Context: an optimization exercise on an open-source flow, tuned for small area and few clock cycles per item. The choices shown serve that exercise and are no tape-out recipe.
RTL that was checked went through simulation tests only; none was proved equivalent to the original.
The RTL of run 1 was laid out without a check of its function.

==> flow/design.v, too long to show whole: its modules and the start of the top module <==
// module yuyv_to_rgb_converter_unit: 2357 lines
module yuyv_to_rgb_converter_unit (
    input  logic           i_clk,
    input  logic           i_rst_n,
    input  logic           i_yuyv_valid,
    output logic           o_yuyv_ready,
    input  logic [32:0]    i_yuyv_data,
    output logic           o_rgb_valid,
    input  logic           i_rgb_ready,
    output logic [48:0]    o_rgb_data
);
  // ...
==> flow/run.sh <==
#!/bin/bash
# synth_recipe.tcl (not shown) runs the flow's synth.tcl, then flattens the netlist and writes it again
# the make line also repeats each setting of config.mk as NAME=value (left out here)
make -C /OpenROAD-flow-scripts/flow DESIGN_CONFIG=/design/flow/config.mk WORK_HOME=/design/flow/orfs CLKGATE_MAP_FILE= SYNTH_SCRIPT=/design/flow/synth_recipe.tcl finish
==> flow/config.mk <==
export PLATFORM = sky130hd
export DESIGN_NAME = yuyv_to_rgb_converter_unit
export DESIGN_NICKNAME = yuyv_to_rgb_converter_unit
export VERILOG_FILES = /design/flow/design.v
export SDC_FILE = /design/flow/constraint.sdc
export NUM_CORES = 4
export LEC_CHECK = 0
export CAP_MARGIN = 20
export CORE_MARGIN = 2
export CORE_UTILIZATION = 40
export SLEW_MARGIN = 20
==> flow/constraint.sdc <==
create_clock -name core_clock -period 6.5 [get_ports {i_clk}]
set_input_delay 1.3000 -clock core_clock [delete_from_list [all_inputs] [get_ports {i_clk}]]
set_output_delay 1.3000 -clock core_clock [all_outputs]
set_load 0.01 [all_outputs]
==> flow_metrics.py, run 1 <==
metrics = {
    "place": {
        "place_inst": 2189,
        "dpl.hpwl_mm": 33.1,
    },
    "worst_setup_path": {
        "endpoint_kind": "register",
        "critPathArrivalTime_ns": 6.38,
        "path_class": "primary input to register",
        "critical_path_buf_inv_count": 3,
        "r2r-end": "r_out[34]",
    },
    "synthesis": {
        "yosysWarnings": 1,
        "synth_nets": 1841,
        "synth_top_cells_by_area": "fa_1 27%, ha_1 25%, edfxtp_1 11%, inv_1 10%, a21oi_1 3.7%",
        "synth_flop_cell": "edfxtp_1",
        "synth_top_family_by_area": "adder cells",
        "synthMuxAreaShare_pct": 0.239,
        "synth_edf_count": 49,
    },
    "outcome": {
        "status": "timing/DRC/antenna clean",
    },
    "floorplan": {
        "die_w_um": 185,
    },
    "cells_and_area": {
        "design.seq.count": 50,
        "most-common-layout-cells": "340 x inv_1, 308 x buf_4, 250 x ha_1",
        "multi_input_area_share_pct": 61.3,
        "drive_gt1_share_pct": 23.9,
    },
    "timing": {
        "min_period_ns": 6.33,
        "slew_headroom_pct": 55.4,
        "max_freq_mhz": 158,
    },
    "detailed_routing": {
        "met2WireLength_mm": 18.0,
        "wl_met3_mm": 1.76,
        "routedWlPerCell_um": 17.1,
    },
    "cts": {
        "clk_path_buf_depth": 2,
    },
    "hold_path": {
        "hold_end": "r_out[0]",
    },
}
==> inputs of run 2 (changes only) <==
--- a/flow/design.v
+++ b/flow/design.v
@@ -48,24 +48,33 @@
 );
     yuv2rgb_pkg::t_yuyv_group w_in;
     yuv2rgb_pkg::t_rgb_pair   w_out;
     logic                     r_v;
     logic                     w_adv;
     assign w_adv        = !r_v || i_rgb_ready;
     assign o_yuyv_ready = w_adv;
     assign o_rgb_valid  = r_v;
+    logic r_v_in;
     always_ff @(posedge i_clk) begin
         if (!i_rst_n) begin
-            r_v <= 1'b0;
+            r_v_in <= 1'b0;
+            r_v    <= 1'b0;
         end else if (w_adv) begin
-            r_v <= i_yuyv_valid;
+            r_v_in <= i_yuyv_valid;
+            r_v    <= r_v_in;
         end
     end
-    assign w_in = yuv2rgb_pkg::t_yuyv_group'(i_yuyv_data);
+    yuv2rgb_pkg::t_yuyv_group r_in;
+    always_ff @(posedge i_clk) begin
+        if (w_adv) begin
+            r_in <= yuv2rgb_pkg::t_yuyv_group'(i_yuyv_data);
+        end
+    end
+    assign w_in = r_in;
     yuv2rgb_pkg::t_rgb_pair r_out;
     always_ff @(posedge i_clk) begin
         if (w_adv) begin
             r_out <= w_out;
         end
     end
     assign o_rgb_data = r_out;
     assign w_out.frame_end_out = w_in.frame_end;
==> flow_metrics.py, run 2 <==
metrics = {
    "cts": {
        "cts_setup_buffers": 0,
        "clkTransAtPathRegs_ns": 0.07,
        "postCtsHoldBufs": 0,
        "cts_inserted_buffers": 9,
        "cts_tree": "done",
        "clk_path_buf_depth": 2,
        "worstSkewPairLatency_ns": 0.37,
        "cts.htree.levels": 3,
        "cts-root-buf": "clkbuf_16",
        "cts.sinks": 84,
    },
    "synthesis": {
        "synth_most_common_cell": "inv_1",
        "syn_inst": 1404,
        "syn_avg_cell_area_um2": 10.0,
        "synth_top_cell_area_share_pct": 25.2,
        "synth_top_area_cell": "fa_1",
        "yosysUniqueCellTypes": 64,
        "synth_area_um2": 14100,
        "synth_top_cells_by_area": "fa_1 25%, ha_1 24%, edfxtp_1 17%, inv_1 9.1%, xnor2_1 3.2%",
        "synth-seq-cells": 84,
        "yosysWarnings": 1,
        "synth_flop_cell": "edfxtp_1",
        "yosys-top-cells-count": "342 x inv_1, 265 x ha_1, 177 x fa_1",
        "async_reset_ff_share_pct": 0,
        "synth_nets": 1883,
        "synth_edf_count": 82,
        "ys_seq_area_share_pct": 17.8,
    },
    "timing": {
        "min_period_over_period_pct": 92.5,
        "layout_setup_ws_ns": 0.484,
        "skew_ns": 0.0160,
        "hold_violations": 0,
        "max_freq_mhz": 166,
        "min_period_ns": 6.02,
        "grt_setup_unrepaired": "no",
        "finalSetupViolCount": 0,
        "fin_tns_setup_ns": 0,
        "slew_headroom_pct": 46.6,
        "finalMaxSlewViolations": 0,
        "timing.hold.ws_ns": 0.426,
        "worst_slew_pin_slew_ns": 0.800,
    },
    "worst_setup_path": {
        "crit_path_start_kind": "register",
        "critPathArrivalTime_ns": 6.13,
        "crit_top_cell": "ha_1",
        "path_class": "register to register",
        "critPathRequiredTime_ns": 6.62,
        "crit_fanout": 8,
        "endpoint_kind": "register",
        "cpPeakStageDelay_ns": 0.53,
        "crit_chain": "ha_1, fa_1, inv_1, ha_1, inv_1, ha_1, nand3_1, or3_1, nand3_1, o21ai_0, nand2b_1, fa_1, fa_1, ha_1, a21o_1, a21oi_1, and3_1, a21oi_1, a2111oi_1, nor3_2, o31a_1",
        "slowest_stage": "fa_1",
        "reg2reg_depth": 21,
    },
    "place": {
        "place_inst": 1977,
        "dpl.hpwl_mm": 32.1,
        "post_dp_cell_area_um2": 15800,
        "gp_congestion": 0.956,
        "io_buffers": 87,
        "dp_slack_ns": 0.424,
    },
    "hold_path": {
        "hold_path_depth": 0,
        "worstHoldPathType": "register to register",
    },
    "cells_and_area": {
        "final_nets": 2012,
        "design_area_um2": 16100,
        "final_common_cell": "inv_1",
        "area_growth_pct": 14.4,
        "fin_cells": 1993,
        "largest_register": "r_out",
        "fin_util_pct": 46.5,
        "largest_reg_flops": 49,
        "reg.largest.list": "r_out: 49 flops, r_in: 33 flops",
        "n_antenna_cell": 0,
        "drive_gt1_share_pct": 4.75,
        "most-common-layout-cells": "342 x inv_1, 265 x ha_1, 177 x fa_1",
    },
    "detailed_routing": {
        "drt_drc_violations_left": 0,
        "initialDrtViolationCount": 564,
        "via_per_inst": 5.09,
        "detailedRoute.firstPassIterationCount": 5,
        "routedWlPerCell_um": 18.6,
        "wl_mm": 37.0,
        "via_count": 10100,
        "drtAntennaViolNets": 0,
    },
    "floorplan": {
        "io_pins": 88,
        "initial_core_util_pct": 40.6,
        "core-area_um2": 34600,
        "die_h_um": 192,
        "num_rows": 68,
        "die_area_um2": 36700,
        "die_w_um": 192,
    },
    "global_routing": {
        "track_usage_pct": 21.6,
        "grt.overflow.total": 0,
        "antenna_found_initial": 0,
        "grt_max_degree": 47,
        "grt_pass1_vias": 10500,
        "grt_pass1_wl_mm": 58.5,
    },
    "outcome": {
        "status": "timing/DRC/antenna clean",
    },
    "run": {
        "max-cap-violations": 0,
    },
}
run 2: cell types whose count changed in the layout (fill, tap and decap cells not counted), moves of 8 or more:
cell,previous run,this run
a21o_1,27,19
a21oi_2,14,3
buf_4,308,33
clkdlybuf4s50_1,73,87
edfxtp_1,49,82
ha_1,250,265
ha_4,15,0
inv_2,9,0
nand3_1,10,25
nor2_1,37,51
nor3_1,24,14
o21ai_0,18,27
run 2: final timing paths:
| path | from | to | slack [ns] |
|---|---|---|---|
| worst min-delay path | r_in[0] | r_out[0] | 0.43 |
| worst max-delay path | r_in[14] | r_out[20] | 0.48 |
| worst max register to register | r_in[14] | r_out[20] | 0.48 |
| worst min register to register | r_in[0] | r_out[0] | 0.43 |
run 2: cell type report:
cell class | count | area [um^2]
fill | 3318 | 18500
multi-input combinational | 976 | 10300
sequential | 84 | 2500
inverter | 342 | 1280
timing repair buffer | 120 | 1120
tap | 455 | 569
clock buffer | 10 | 239
clock inverter | 6 | 71.3
run 2: worst max-delay path: cells and delay by family, from the launching register on:
family,cells,cell delay (ns)
AO/OA/AOI/OAI,6,1.42
AND/OR/NAND/NOR,6,1.01
flip-flops,1,0.45
buffers and inverters,2,0.08
adder cells (fa/ha/maj),7,2.82
run 2: layer usage:
metal  vias to the layer above  wire length [um]  GRT usage [%]
li1                       4907                 -              -
met1                      4955             17100           29.6
met5                         -                 0              0
met2                       248             17100           35.2
met4                         0               699           4.82
met3                        34              2180           4.13
run 2: repair_timing:
| action | CTS | global route |
|---|---|---|
| hold endpoints to repair | 0 | 0 |
| gates resized for setup | 0 | 5 |
| setup endpoints to repair | 0 | 11 |
run 2: cells by family after synthesis:
family | synth area share, %
adder cells (fa/ha/maj) | 49.1
buffers and inverters | 9.18
AO/OA/AOI/OAI | 10.9
AND/OR/NAND/NOR | 7.19
XOR/XNOR | 5.59
flip-flops | 17.8
multiplexers | 0.222
Testbench counts of run 2, summed over its fixed seeds: cycles 12,016, items 12,000.

==> re-timing with driven ports <==
The results above use ideal ports. As a check the final layouts listed here were re-extracted and re-timed, cells and wires unchanged. Step 1: set_driving_cell puts a clkbuf_16 on i_clk and a buf_2 on each other input, an assumption about the parent block. Step 2 also shifts input and output timing later by t, the mid clock arrival at the registers, as if the neighbouring blocks saw the same clock. Three values: ideal, step 1, step 2; two values: the first two.
run | t, ns | slack for setup (ns) | hold WS [ns] | clock arrival spread, ns | slew at the worst register clock pin (ns)
run 1 | 0.348 | 0.173 / 0.200 / -0.148 | 0.961 / 0.961 / 0.961 | 0.012 / 0.012 | 0.07 / 0.07
run 2 | 0.411 | 0.484 / 0.484 / 0.484 | 0.426 / 0.426 / 0.426 | 0.016 / 0.016 | 0.07 / 0.07
Met with ideal ports but missed after step 2: setup timing in run 1. The setup slack of run 1, which loses most, moves by +0.027 ns with the drivers and by -0.321 ns with both steps.
